From an optimization exercise on the open Yosys and OpenROAD flow, aimed at a short achievable clock period and few clock cycles; shortcuts taken in it are not production practice.
Only simulation tests tie the RTL to the original design; equivalence was not proved.

File: design/flow/run.sh
#!/bin/bash
# synth_recipe.tcl (not shown) runs the flow's synth.tcl, then flattens the netlist and writes it again
# the make line also repeats each setting of config.mk as NAME=value (left out here)
make -C /OpenROAD-flow-scripts/flow DESIGN_CONFIG=/design/flow/config.mk WORK_HOME=/design/flow/orfs CLKGATE_MAP_FILE= SYNTH_SCRIPT=/design/flow/synth_recipe.tcl finish
File: design/flow/config.mk
export PLATFORM = sky130hd
export DESIGN_NAME = tinyrv1_top
export DESIGN_NICKNAME = tinyrv1_top
export VERILOG_FILES = /design/flow/design.v
export SDC_FILE = /design/flow/constraint.sdc
export NUM_CORES = 4
export LEC_CHECK = 0
export CAP_MARGIN = 20
export CORE_MARGIN = 2
export CORE_UTILIZATION = 40
export PLACE_DENSITY = 0.6
export SLEW_MARGIN = 20
File: design/flow/constraint.sdc
create_clock -name core_clock -period 10.0 [get_ports {clk}]
set_input_delay 2.0000 -clock core_clock [delete_from_list [all_inputs] [get_ports {clk}]]
set_output_delay 2.0000 -clock core_clock [all_outputs]
set_load 0.01 [all_outputs]
File: design/flow/design.v
`timescale 1ns/1ps
`default_nettype none
package tinyrv1_pkg;
  typedef struct packed {
    logic       reg_en_f;
    logic [1:0] pc_sel;
    logic       reg_en_d;
    logic [1:0] imm_type;
    logic [1:0] op1_byp_sel;
    logic [1:0] op2_byp_sel;
    logic       op1_sel;
    logic [1:0] op2_sel;
    logic [1:0] csrr_sel;
    logic       alu_fn;
    logic [1:0] result_sel;
    logic       dmem_val;
    logic       dmem_type;
    logic       wb_sel;
    logic       rf_wen;
    logic [4:0] rf_waddr;
    logic       out0_en;
    logic       out1_en;
    logic       out2_en;
  } ctrl_sigs_t;
  typedef struct packed {
    logic [32-1:0] inst;
    logic             eq_x;
  } status_t;
  typedef struct packed {
    logic             valid;
    logic             write;
    logic [32-1:0] addr;
    logic [32-1:0] wdata;
  } mem_req_t;
  typedef struct packed {
    logic [32-1:0] in0;
    logic [32-1:0] in1;
    logic [32-1:0] in2;
  } csr_io_t;
endpackage
`default_nettype wire
`timescale 1ns/1ps
`default_nettype none
module proc_regfile (
  input  logic             clk,
  input  logic             rst_n,
  input  logic [4:0]       raddr1,
  input  logic [4:0]       raddr2,
  output logic [32-1:0] rdata1,
  output logic [32-1:0] rdata2,
  input  logic             wen,
  input  logic [4:0]       waddr,
  input  logic [32-1:0] wdata
);
  logic [32-1:0] regs [32];
  always_ff @(posedge clk) begin
    if (rst_n && wen && (waddr != 5'd0)) begin
      regs[waddr] <= wdata;
    end
  end
  assign rdata1 = (raddr1 == 5'd0) ? '0 : regs[raddr1];
  assign rdata2 = (raddr2 == 5'd0) ? '0 : regs[raddr2];
endmodule
`default_nettype wire
`timescale 1ns/1ps
`default_nettype none
module proc_ctrl (
  input  logic                    clk,
  input  logic                    rst_n,
  input  tinyrv1_pkg::status_t    status,
  output tinyrv1_pkg::ctrl_sigs_t ctrl
);
  logic [32-1:0] inst_d;
  logic [32-1:0] inst_x;
  logic [32-1:0] inst_m;
  logic [32-1:0] inst_w;
  logic             val_d;
  logic             val_x;
  logic             val_m;
  logic             val_w;
  logic rs1_en_d;
  logic rs2_en_d;
  logic wen_x;
  logic wen_m;
  logic wen_w;
  logic lw_x;
  logic stall_d;
  logic squash_d;
  logic squash_f;
  logic [1:0] pc_sel_f;
  logic [1:0] op1_byp_d;
  logic [1:0] op2_byp_d;
  logic [1:0] imm_type_d;
  logic       op1_sel_d;
  logic [1:0] op2_sel_d;
  logic [1:0] csrr_sel_d;
  logic       alu_fn_x;
  logic [1:0] result_sel_x;
  logic       dmem_val_m;
  logic       dmem_type_m;
  logic       wb_sel_m;
  logic [2:0] out_en_w;
  function automatic logic writes_rf(input logic [32-1:0] inst);
    writes_rf = (((inst) & 32'hfe00707f) == 32'h00000033) | (((inst) & 32'h0000707f) == 32'h00000013) | (((inst) & 32'hfe00707f) == 32'h02000033) |
           (((inst) & 32'h0000707f) == 32'h00002003)  | (((inst) & 32'h0000007f) == 32'h0000006f)  | (((inst) & 32'h000ff07f) == 32'h00002073);
  endfunction
  function automatic logic dep(input logic [4:0] src, input logic [4:0] dst);
    dep = (src == dst) && (dst != 5'd0);
  endfunction
  assign inst_d = status.inst;
  always_ff @(posedge clk) begin
    inst_x <= inst_d;
    inst_m <= inst_x;
    inst_w <= inst_m;
  end
  always_ff @(posedge clk) begin
    if (!rst_n) begin
      val_d <= 1'b0;
      val_x <= 1'b0;
      val_m <= 1'b0;
      val_w <= 1'b0;
    end else begin
      val_d <= ~squash_f | stall_d;
      val_x <= val_d & ~stall_d & ~squash_d;
      val_m <= val_x;
      val_w <= val_m;
    end
  end
  assign rs1_en_d = (((inst_d) & 32'hfe00707f) == 32'h00000033) | (((inst_d) & 32'h0000707f) == 32'h00000013) | (((inst_d) & 32'hfe00707f) == 32'h02000033) |
                    (((inst_d) & 32'h0000707f) == 32'h00002003)  | (((inst_d) & 32'h0000707f) == 32'h00002023)   | (((inst_d) & 32'hfff07fff) == 32'h00000067)  |
                    (((inst_d) & 32'h0000707f) == 32'h00001063) | (((inst_d) & 32'h00007fff) == 32'h00001073);
  assign rs2_en_d = (((inst_d) & 32'hfe00707f) == 32'h00000033) | (((inst_d) & 32'hfe00707f) == 32'h02000033) |
                    (((inst_d) & 32'h0000707f) == 32'h00002023)  | (((inst_d) & 32'h0000707f) == 32'h00001063);
  assign wen_x = val_x & writes_rf(inst_x);
  assign wen_m = val_m & writes_rf(inst_m);
  assign wen_w = val_w & writes_rf(inst_w);
  assign lw_x  = val_x & (((inst_x) & 32'h0000707f) == 32'h00002003);
  always_comb begin
    op1_byp_d = 2'd0;
    op2_byp_d = 2'd0;
    if (val_d && rs1_en_d) begin
      if (wen_x && !lw_x && dep(inst_d[19:15], inst_x[11:7])) begin
        op1_byp_d = 2'd1;
      end else if (wen_m && dep(inst_d[19:15], inst_m[11:7])) begin
        op1_byp_d = 2'd2;
      end else if (wen_w && dep(inst_d[19:15], inst_w[11:7])) begin
        op1_byp_d = 2'd3;
      end
    end
    if (val_d && rs2_en_d) begin
      if (wen_x && !lw_x && dep(inst_d[24:20], inst_x[11:7])) begin
        op2_byp_d = 2'd1;
      end else if (wen_m && dep(inst_d[24:20], inst_m[11:7])) begin
        op2_byp_d = 2'd2;
      end else if (wen_w && dep(inst_d[24:20], inst_w[11:7])) begin
        op2_byp_d = 2'd3;
      end
    end
  end
  assign stall_d = val_d & lw_x &
                   ((rs1_en_d & dep(inst_d[19:15], inst_x[11:7])) |
                    (rs2_en_d & dep(inst_d[24:20], inst_x[11:7])));
  assign squash_d = val_x & (((inst_x) & 32'h0000707f) == 32'h00001063) & ~status.eq_x;
  assign squash_f = squash_d | (val_d & ((((inst_d) & 32'h0000007f) == 32'h0000006f) | (((inst_d) & 32'hfff07fff) == 32'h00000067)));
  always_comb begin
    pc_sel_f = 2'd0;
    if (squash_d) begin
      pc_sel_f = 2'd3;
    end else if (val_d && (((inst_d) & 32'hfff07fff) == 32'h00000067)) begin
      pc_sel_f = 2'd1;
    end else if (val_d && (((inst_d) & 32'h0000007f) == 32'h0000006f)) begin
      pc_sel_f = 2'd2;
    end
  end
  always_comb begin
    {imm_type_d, op1_sel_d, op2_sel_d} = 5'd0;
    if (val_d) begin
      casez (inst_d)
        32'b???????_?????_?????_000_?????_0010011:   {imm_type_d, op1_sel_d, op2_sel_d} = {2'd0, 1'b0, 2'd1};
        32'b???????_?????_?????_010_?????_0000011:     {imm_type_d, op1_sel_d, op2_sel_d} = {2'd0, 1'b0, 2'd1};
        32'b???????_?????_?????_010_?????_0100011:     {imm_type_d, op1_sel_d, op2_sel_d} = {2'd1, 1'b0, 2'd1};
        32'b???????_?????_?????_???_?????_1101111:    {imm_type_d, op1_sel_d, op2_sel_d} = {2'd2, 1'b1, 2'd2};
        32'b???????_?????_?????_001_?????_1100011:    {imm_type_d, op1_sel_d, op2_sel_d} = {2'd3, 1'b0, 2'd0};
        32'b???????_?????_?????_001_00000_1110011:   {imm_type_d, op1_sel_d, op2_sel_d} = {2'd0, 1'b0, 2'd3};
        default: {imm_type_d, op1_sel_d, op2_sel_d} = 5'd0;
      endcase
    end
  end
  always_comb begin
    csrr_sel_d = 2'd0;
    if (val_d && (((inst_d) & 32'h000ff07f) == 32'h00002073)) begin
      case (inst_d[31:20])
        12'hfc2: csrr_sel_d = 2'd0;
        12'hfc3: csrr_sel_d = 2'd1;
        12'hfc4: csrr_sel_d = 2'd2;
        default:  csrr_sel_d = 2'd0;
      endcase
    end
  end
  always_comb begin
    {alu_fn_x, result_sel_x} = 3'd0;
    if (val_x) begin
      casez (inst_x)
        32'b0000001_?????_?????_000_?????_0110011:    {alu_fn_x, result_sel_x} = {1'b0, 2'd1};
        32'b???????_?????_?????_001_?????_1100011:    {alu_fn_x, result_sel_x} = {1'b1, 2'd0};
        32'b???????_?????_00000_010_?????_1110011:   {alu_fn_x, result_sel_x} = {1'b0, 2'd2};
        default: {alu_fn_x, result_sel_x} = 3'd0;
      endcase
    end
  end
  always_comb begin
    {dmem_val_m, dmem_type_m, wb_sel_m} = 3'b000;
    if (val_m) begin
      casez (inst_m)
        32'b???????_?????_?????_010_?????_0000011:     {dmem_val_m, dmem_type_m, wb_sel_m} = 3'b101;
        32'b???????_?????_?????_010_?????_0100011:     {dmem_val_m, dmem_type_m, wb_sel_m} = 3'b110;
        default: {dmem_val_m, dmem_type_m, wb_sel_m} = 3'b000;
      endcase
    end
  end
  always_comb begin
    out_en_w = 3'b000;
    if (val_w && (((inst_w) & 32'h00007fff) == 32'h00001073)) begin
      out_en_w[0] = inst_w[31:20] == 12'h7c2;
      out_en_w[1] = inst_w[31:20] == 12'h7c3;
      out_en_w[2] = inst_w[31:20] == 12'h7c4;
    end
  end
  always_comb begin
    ctrl.reg_en_f    = ~stall_d;
    ctrl.pc_sel      = pc_sel_f;
    ctrl.reg_en_d    = ~stall_d;
    ctrl.imm_type    = imm_type_d;
    ctrl.op1_byp_sel = op1_byp_d;
    ctrl.op2_byp_sel = op2_byp_d;
    ctrl.op1_sel     = op1_sel_d;
    ctrl.op2_sel     = op2_sel_d;
    ctrl.csrr_sel    = csrr_sel_d;
    ctrl.alu_fn      = alu_fn_x;
    ctrl.result_sel  = result_sel_x;
    ctrl.dmem_val    = dmem_val_m;
    ctrl.dmem_type   = dmem_type_m;
    ctrl.wb_sel      = wb_sel_m;
    ctrl.rf_wen      = wen_w;
    ctrl.rf_waddr    = wen_w ? inst_w[11:7] : 5'd0;
    ctrl.out0_en     = out_en_w[0];
    ctrl.out1_en     = out_en_w[1];
    ctrl.out2_en     = out_en_w[2];
  end
endmodule
`default_nettype wire
`timescale 1ns/1ps
`default_nettype none
module proc_dpath (
  input  logic                    clk,
  input  logic                    rst_n,
  input  tinyrv1_pkg::ctrl_sigs_t ctrl,
  output tinyrv1_pkg::status_t    status,
  output tinyrv1_pkg::mem_req_t   imem_req,
  input  logic [32-1:0]        imem_resp,
  output tinyrv1_pkg::mem_req_t   dmem_req,
  input  logic [32-1:0]        dmem_resp,
  input  tinyrv1_pkg::csr_io_t    csr_in,
  output logic [32-1:0]        out0,
  output logic [32-1:0]        out1,
  output logic [32-1:0]        out2
);
  logic             fetch_on;
  logic [32-1:0] pc_f;
  logic [32-1:0] pc_next;
  logic [32-1:0] inst_d;
  logic [32-1:0] pc_d;
  logic [32-1:0] imm_d;
  logic [32-1:0] rdata1_d;
  logic [32-1:0] rdata2_d;
  logic [32-1:0] rs1_d;
  logic [32-1:0] rs2_d;
  logic [32-1:0] op1_d;
  logic [32-1:0] op2_d;
  logic [32-1:0] targ_d;
  logic [32-1:0] csr_d;
  logic [32-1:0] op1_x;
  logic [32-1:0] op2_x;
  logic [32-1:0] sd_x;
  logic [32-1:0] csr_x;
  logic [32-1:0] targ_x;
  logic [32-1:0] alu_x;
  logic [32-1:0] result_x;
  logic             eq_x;
  logic [32-1:0] result_m;
  logic [32-1:0] sd_m;
  logic [32-1:0] wb_m;
  logic [32-1:0] wb_w;
  logic [2:0]       out_en;
  logic [32-1:0] out_q [3];
  function automatic logic [32-1:0] byp_mux(input logic [1:0]       sel,
                                               input logic [32-1:0] rf_val,
                                               input logic [32-1:0] x_val,
                                               input logic [32-1:0] m_val,
                                               input logic [32-1:0] w_val);
    case (sel)
      2'd1:    byp_mux = x_val;
      2'd2:    byp_mux = m_val;
      2'd3:    byp_mux = w_val;
      default: byp_mux = rf_val;
    endcase
  endfunction
  always_ff @(posedge clk) begin
    if (!rst_n) begin
      fetch_on <= 1'b0;
      pc_f     <= '0;
    end else begin
      fetch_on <= 1'b1;
      if (ctrl.reg_en_f && fetch_on) begin
        pc_f <= pc_next;
      end
    end
  end
  always_comb begin
    case (ctrl.pc_sel)
      2'd1:    pc_next = rs1_d;
      2'd2:    pc_next = targ_d;
      2'd3:    pc_next = targ_x;
      default: pc_next = pc_f + 32'd4;
    endcase
  end
  assign imem_req.valid = fetch_on;
  assign imem_req.write = 1'b0;
  assign imem_req.addr  = pc_f;
  assign imem_req.wdata = '0;
  always_ff @(posedge clk) begin
    if (ctrl.reg_en_d) begin
      inst_d <= fetch_on ? imem_resp : '0;
      pc_d   <= pc_f;
    end
  end
  assign status.inst = inst_d;
  proc_regfile u_regfile (
    .clk    (clk),
    .rst_n  (rst_n),
    .raddr1 (inst_d[19:15]),
    .raddr2 (inst_d[24:20]),
    .rdata1 (rdata1_d),
    .rdata2 (rdata2_d),
    .wen    (ctrl.rf_wen),
    .waddr  (ctrl.rf_waddr),
    .wdata  (wb_w)
  );
  always_comb begin
    case (ctrl.imm_type)
      2'd1: imm_d = {{20{inst_d[31]}}, inst_d[31:25], inst_d[11:7]};
      2'd2: imm_d = {{12{inst_d[31]}}, inst_d[19:12], inst_d[20], inst_d[30:21], 1'b0};
      2'd3: imm_d = {{20{inst_d[31]}}, inst_d[7], inst_d[30:25], inst_d[11:8], 1'b0};
      default: imm_d = {{20{inst_d[31]}}, inst_d[31:20]};
    endcase
  end
  assign rs1_d = byp_mux(ctrl.op1_byp_sel, rdata1_d, result_x, wb_m, wb_w);
  assign rs2_d = byp_mux(ctrl.op2_byp_sel, rdata2_d, result_x, wb_m, wb_w);
  assign op1_d = ctrl.op1_sel ? pc_d : rs1_d;
  always_comb begin
    case (ctrl.op2_sel)
      2'd1:    op2_d = imm_d;
      2'd2:    op2_d = 32'd4;
      2'd3:    op2_d = '0;
      default: op2_d = rs2_d;
    endcase
  end
  assign targ_d = pc_d + imm_d;
  always_comb begin
    case (ctrl.csrr_sel)
      2'd1:    csr_d = csr_in.in1;
      2'd2:    csr_d = csr_in.in2;
      default: csr_d = csr_in.in0;
    endcase
  end
  always_ff @(posedge clk) begin
    op1_x  <= op1_d;
    op2_x  <= op2_d;
    sd_x   <= rs2_d;
    csr_x  <= csr_d;
    targ_x <= targ_d;
  end
  assign eq_x        = op1_x == op2_x;
  assign status.eq_x = eq_x;
  assign alu_x       = ctrl.alu_fn ? {{(32-1){1'b0}}, eq_x} : op1_x + op2_x;
  always_comb begin
    case (ctrl.result_sel)
      2'd1:    result_x = op1_x * op2_x;
      2'd2:    result_x = csr_x;
      default: result_x = alu_x;
    endcase
  end
  always_ff @(posedge clk) begin
    result_m <= result_x;
    sd_m     <= sd_x;
    wb_w     <= wb_m;
  end
  assign dmem_req.valid = ctrl.dmem_val;
  assign dmem_req.write = ctrl.dmem_type;
  assign dmem_req.addr  = result_m;
  assign dmem_req.wdata = sd_m;
  assign wb_m     = ctrl.wb_sel ? dmem_resp : result_m;
  assign out_en = {ctrl.out2_en, ctrl.out1_en, ctrl.out0_en};
  always_ff @(posedge clk) begin
    for (int i = 0; i < 3; i++) begin
      if (!rst_n) begin
        out_q[i] <= '0;
      end else if (out_en[i]) begin
        out_q[i] <= wb_w;
      end
    end
  end
  assign out0 = out_en[0] ? wb_w : out_q[0];
  assign out1 = out_en[1] ? wb_w : out_q[1];
  assign out2 = out_en[2] ? wb_w : out_q[2];
endmodule
`default_nettype wire
`timescale 1ns/1ps
`default_nettype none
module tinyrv1_proc (
  input  logic                  clk,
  input  logic                  rst_n,
  output tinyrv1_pkg::mem_req_t imem_req,
  input  logic [32-1:0]      imem_resp,
  output tinyrv1_pkg::mem_req_t dmem_req,
  input  logic [32-1:0]      dmem_resp,
  input  tinyrv1_pkg::csr_io_t  csr_in,
  output logic [32-1:0]      out0,
  output logic [32-1:0]      out1,
  output logic [32-1:0]      out2,
  output logic                  out0_en,
  output logic                  out1_en,
  output logic                  out2_en
);
  tinyrv1_pkg::ctrl_sigs_t ctrl;
  tinyrv1_pkg::status_t    status;
  proc_ctrl u_ctrl (
    .clk    (clk),
    .rst_n  (rst_n),
    .status (status),
    .ctrl   (ctrl)
  );
  proc_dpath u_dpath (
    .clk       (clk),
    .rst_n     (rst_n),
    .ctrl      (ctrl),
    .status    (status),
    .imem_req  (imem_req),
    .imem_resp (imem_resp),
    .dmem_req  (dmem_req),
    .dmem_resp (dmem_resp),
    .csr_in    (csr_in),
    .out0      (out0),
    .out1      (out1),
    .out2      (out2)
  );
  assign out0_en = ctrl.out0_en;
  assign out1_en = ctrl.out1_en;
  assign out2_en = ctrl.out2_en;
endmodule
`default_nettype wire
`timescale 1ns/1ps
`default_nettype none
module tinyrv1_top (
  input  logic             clk,
  input  logic             rst_n,
  output logic             imem_req_valid,
  output logic             imem_req_write,
  output logic [32-1:0] imem_req_addr,
  output logic [32-1:0] imem_req_wdata,
  input  logic [32-1:0] imem_resp,
  output logic             dmem_req_valid,
  output logic             dmem_req_write,
  output logic [32-1:0] dmem_req_addr,
  output logic [32-1:0] dmem_req_wdata,
  input  logic [32-1:0] dmem_resp,
  input  logic [32-1:0] csr_in0,
  input  logic [32-1:0] csr_in1,
  input  logic [32-1:0] csr_in2,
  output logic [32-1:0] out0,
  output logic [32-1:0] out1,
  output logic [32-1:0] out2,
  output logic             out0_en,
  output logic             out1_en,
  output logic             out2_en
);
  tinyrv1_pkg::mem_req_t imem_req;
  tinyrv1_pkg::mem_req_t dmem_req;
  tinyrv1_pkg::csr_io_t  csr_in;
  assign csr_in.in0 = csr_in0;
  assign csr_in.in1 = csr_in1;
  assign csr_in.in2 = csr_in2;
  tinyrv1_proc u_proc (
    .clk       (clk),
    .rst_n     (rst_n),
    .imem_req  (imem_req),
    .imem_resp (imem_resp),
    .dmem_req  (dmem_req),
    .dmem_resp (dmem_resp),
    .csr_in    (csr_in),
    .out0      (out0),
    .out1      (out1),
    .out2      (out2),
    .out0_en   (out0_en),
    .out1_en   (out1_en),
    .out2_en   (out2_en)
  );
  assign imem_req_valid = imem_req.valid;
  assign imem_req_write = imem_req.write;
  assign imem_req_addr  = imem_req.addr;
  assign imem_req_wdata = imem_req.wdata;
  assign dmem_req_valid = dmem_req.valid;
  assign dmem_req_write = dmem_req.write;
  assign dmem_req_addr  = dmem_req.addr;
  assign dmem_req_wdata = dmem_req.wdata;
endmodule
`default_nettype wire
==> results.txt <==
outcome timing/DRC/antenna clean; largest net degree at the start of global routing 118; Max-slew headroom 0.1403; Ys Warns 4; hold depth 0; final worst path period share 0.9137; Worst-path clk slew 70 ps; Startpoint Class flop; worst-skew pair later-pin latency 890 ps; mux cell area share after synthesis 0.1875; Setup Buffers After CTS 0; max cap viols 0; commonest non-fill, non-tap cell in the layout edfxtp_1; IO Port Bufs 359; # rows 171; Post-synth EDFFs 1088; Die Wd 471.4 µm; register area 42620 µm²; Setup TNS 0 ps; post-route non-filler standard cell count 9734; Worst Setup End Kind flop; area of the mapped netlist 87400 µm²; Fin Hold WS 321.7 ps; Initial DRC Count 7046; DR vias/cell 6.026; drt pass-1 iters 9; hold endpoint u_proc.u_dpath.sd_m[12]$_DFF_P_; Tightest Pin Transition 1285 ps; GPL Wtd Cong 0.9907; Syn Area/Cell 13.76 µm²; Hold Crit Start u_proc.u_dpath.sd_x[12]$_DFF_P_; multi-input logic area 41910 µm²; simple-gate area share of the yosys netlist 0.08724; Final Setup Violations 0; Largest regs u_proc.u_dpath.u_regfile.regs: 1024 flops, u_proc.u_dpath.out_q: 96 flops; Hold Buf Count CTS 0; final-report max-slew violation count 0; Final min period 9137 ps; initial antenna violation count 21; slack of the worst reg-to-reg path 860 ps; first-pass GRT wire length 444900 µm; WS Path Type flop to flop; final core utilization 0.4635; TritonCTS Sinks 1583; drt total wl 315100 µm; I/O Pins 393; routed len/inst 32.37 µm; clk root buf clkbuf_16; CTS tree done; layout overhead on the synthesized area 15.17%; Largest Register u_proc.u_dpath.u_regfile.regs; DP Area 94760 µm²; Max clock buf depth 3; post-DP HPWL 216900 µm; clk_skew 94.15 ps; f_max 109.4 MHz; ys async rst share 0; worst setup margin 862.7 ps; Placement Setup Slack 964.1 ps; number of global-route vias before repair 59700; GRT overflow 0; cts bufs inserted 170; Post-Synth XOR/XNOR Area 0.01739; RSZ-0062 raised after global routing false; final instance area 100700 µm²; routed vias 58650; #FFs+latches synth 1583; H-tree depth 4; main flop type after synthesis edfxtp_1; Crit path arrival time 9890 ps; post-synthesis cell type count 105; # fillers 19050; All-Layer GR Usage 0.2812; largest family of logic cells by synthesized area multiplexers; Placed Instances 9407; register area share after synthesis 0.4872; Adder-Cell Fraction of Synth Area 0.1211; Die H 471.4 µm; initial core utilization 0.4025; reg2reg start u_proc.u_dpath.op2_x[9]$_DFF_P_; Final #Nets 7488; Synth Instances 6352; Final Hold Viols 0; CORE AREA 217200 µm²; Worst R2R End u_proc.u_dpath.op1_x[29]$_DFF_P_; post_cts resized 0; r2r worst-path depth 25; Critical Path RT 10750 ps; die area 222300 µm²; worst hold-check path type flop to flop; Antenna Violating Nets Remaining 0; most frequent cells in the layout edfxtp_1, mux4_2, nand2_1; fraction of layout cells with a size suffix above 1 0.1897; Compound-Gate Fraction of Synth Area 0.05984; max reg flops 1024; Post-route DRC 0; worst-path fanout max 23
-- critical path, cell delays in order (launching register included) --
cell and delay, ps:
dfxtp_1 1070, ha_1 370, inv_1 130, fa_1 390
inv_1 70, fa_1 430, fa_1 510, inv_1 50
fa_1 470, inv_1 50, fa_1 490, fa_1 580
fa_1 430, fa_1 450, ha_1 380, nand4_1 240
o32ai_1 110, a211oi_1 380, o21ai_0 190, o41ai_1 490
xor2_1 200, nor2_1 60, a221oi_1 770, o22ai_1 210
o21a_1 200, mux2_2 280
-- per-layer routing --
layer	GRT usage	share of wire
met2	0.4549	0.47
met1	0.3496	0.37
met3	0.06135	0.090
met5	0	0.00018
met4	0.1593	0.067
-- worst max path at each step --
stage | from | endpoint | slack [ps] | depth (start not counted)
2_1_floorplan | u_proc.u_dpath.op2_x[3]$_DFF_P_ | u_proc.u_dpath.op1_x[29]$_DFF_P_ | 2540 | 28
3_3_place_gp | u_proc.u_dpath.op2_x[9]$_DFF_P_ | u_proc.u_dpath.op1_x[29]$_DFF_P_ | 1060 | 25
3_5_place_dp | u_proc.u_dpath.op2_x[9]$_DFF_P_ | u_proc.u_dpath.op1_x[29]$_DFF_P_ | 960 | 25
4_1_cts | u_proc.u_dpath.op2_x[9]$_DFF_P_ | u_proc.u_dpath.op1_x[29]$_DFF_P_ | 890 | 25
5_1_grt | u_proc.u_dpath.op2_x[9]$_DFF_P_ | u_proc.u_dpath.op1_x[29]$_DFF_P_ | 530 | 25
6_report | u_proc.u_dpath.op2_x[9]$_DFF_P_ | u_proc.u_dpath.op1_x[29]$_DFF_P_ | 860 | 25
-- synth_stat cells, drive strengths merged, types with 31 or more instances --
cell    number  area, µm²
a211oi      31      237.7
a21o        54      405.4
a21oi      202       1022
a22oi       56      425.4
and2       416       2603
buf        156      902.1
clkbuf     255      960.9
dfxtp      495       9910
edfxtp    1088      32670
fa         410       8208
ha         190       2377
inv        427       1603
mux2       121       1363
mux2i       61      610.6
mux4       640      14410
nand2      569       2141
nand2b      32      200.2
nand3       54      270.3
nand4       33      219.0
nor2       258      985.9
nor3        60      305.3
o21ai      163      823.3
o22ai       31      193.9
xnor2      118       1033
xor2        53      464.2
-- layout make-up --
cell class | instances | area share
tap | 2854 | 0.03548
inverter | 428 | 0.01596
clock buffer | 220 | 0.04669
antenna | 12 | 0.0002983
multi-input combinational | 3994 | 0.4164
sequential | 1583 | 0.4234
timing repair buffer | 549 | 0.05054
clock inverter | 94 | 0.01126
-- cells by family (layout without fill, tap and decap cells) --
logic type / count (synthesis) / after routing
AO/OA/AOI/OAI: 785 / 785
XOR/XNOR: 172 / 172
adder cells (fa/ha/maj): 600 / 600
buffers and inverters: 839 / 1291
flip-flops: 1583 / 1583
multiplexers: 822 / 822
other: 1 / 77
AND/OR/NAND/NOR: 1550 / 1550
Testbench counts, summed over its fixed seeds: cycles 156,047.

## static timing again, ports no longer ideal
How much do the figures lean on ideal ports? The routed layout below was timed once more, with nothing changed but the port constraints.
Step 1: set_driving_cell puts a clkbuf_16 on clk and a buf_2 on each other input, an assumption about the parent block.
Step 2 moves the port delays by t, midway between the first and last clock arrival at a register: inputs arrive t later, outputs are due t later. That takes back most of the time a late clock gives input paths.
Slacks: ideal / step 1 / step 2; pairs: ideal / step 1.
t (ns): 0.932
slack for setup (ns): 0.863 / 0.863 / 0.863
clock arrival spread, ns: 0.095 / 0.095
After both steps this run still meets setup and hold. For this run, drivers alone change the setup slack by 0.000 ns; drivers and shift together by 0.000 ns.
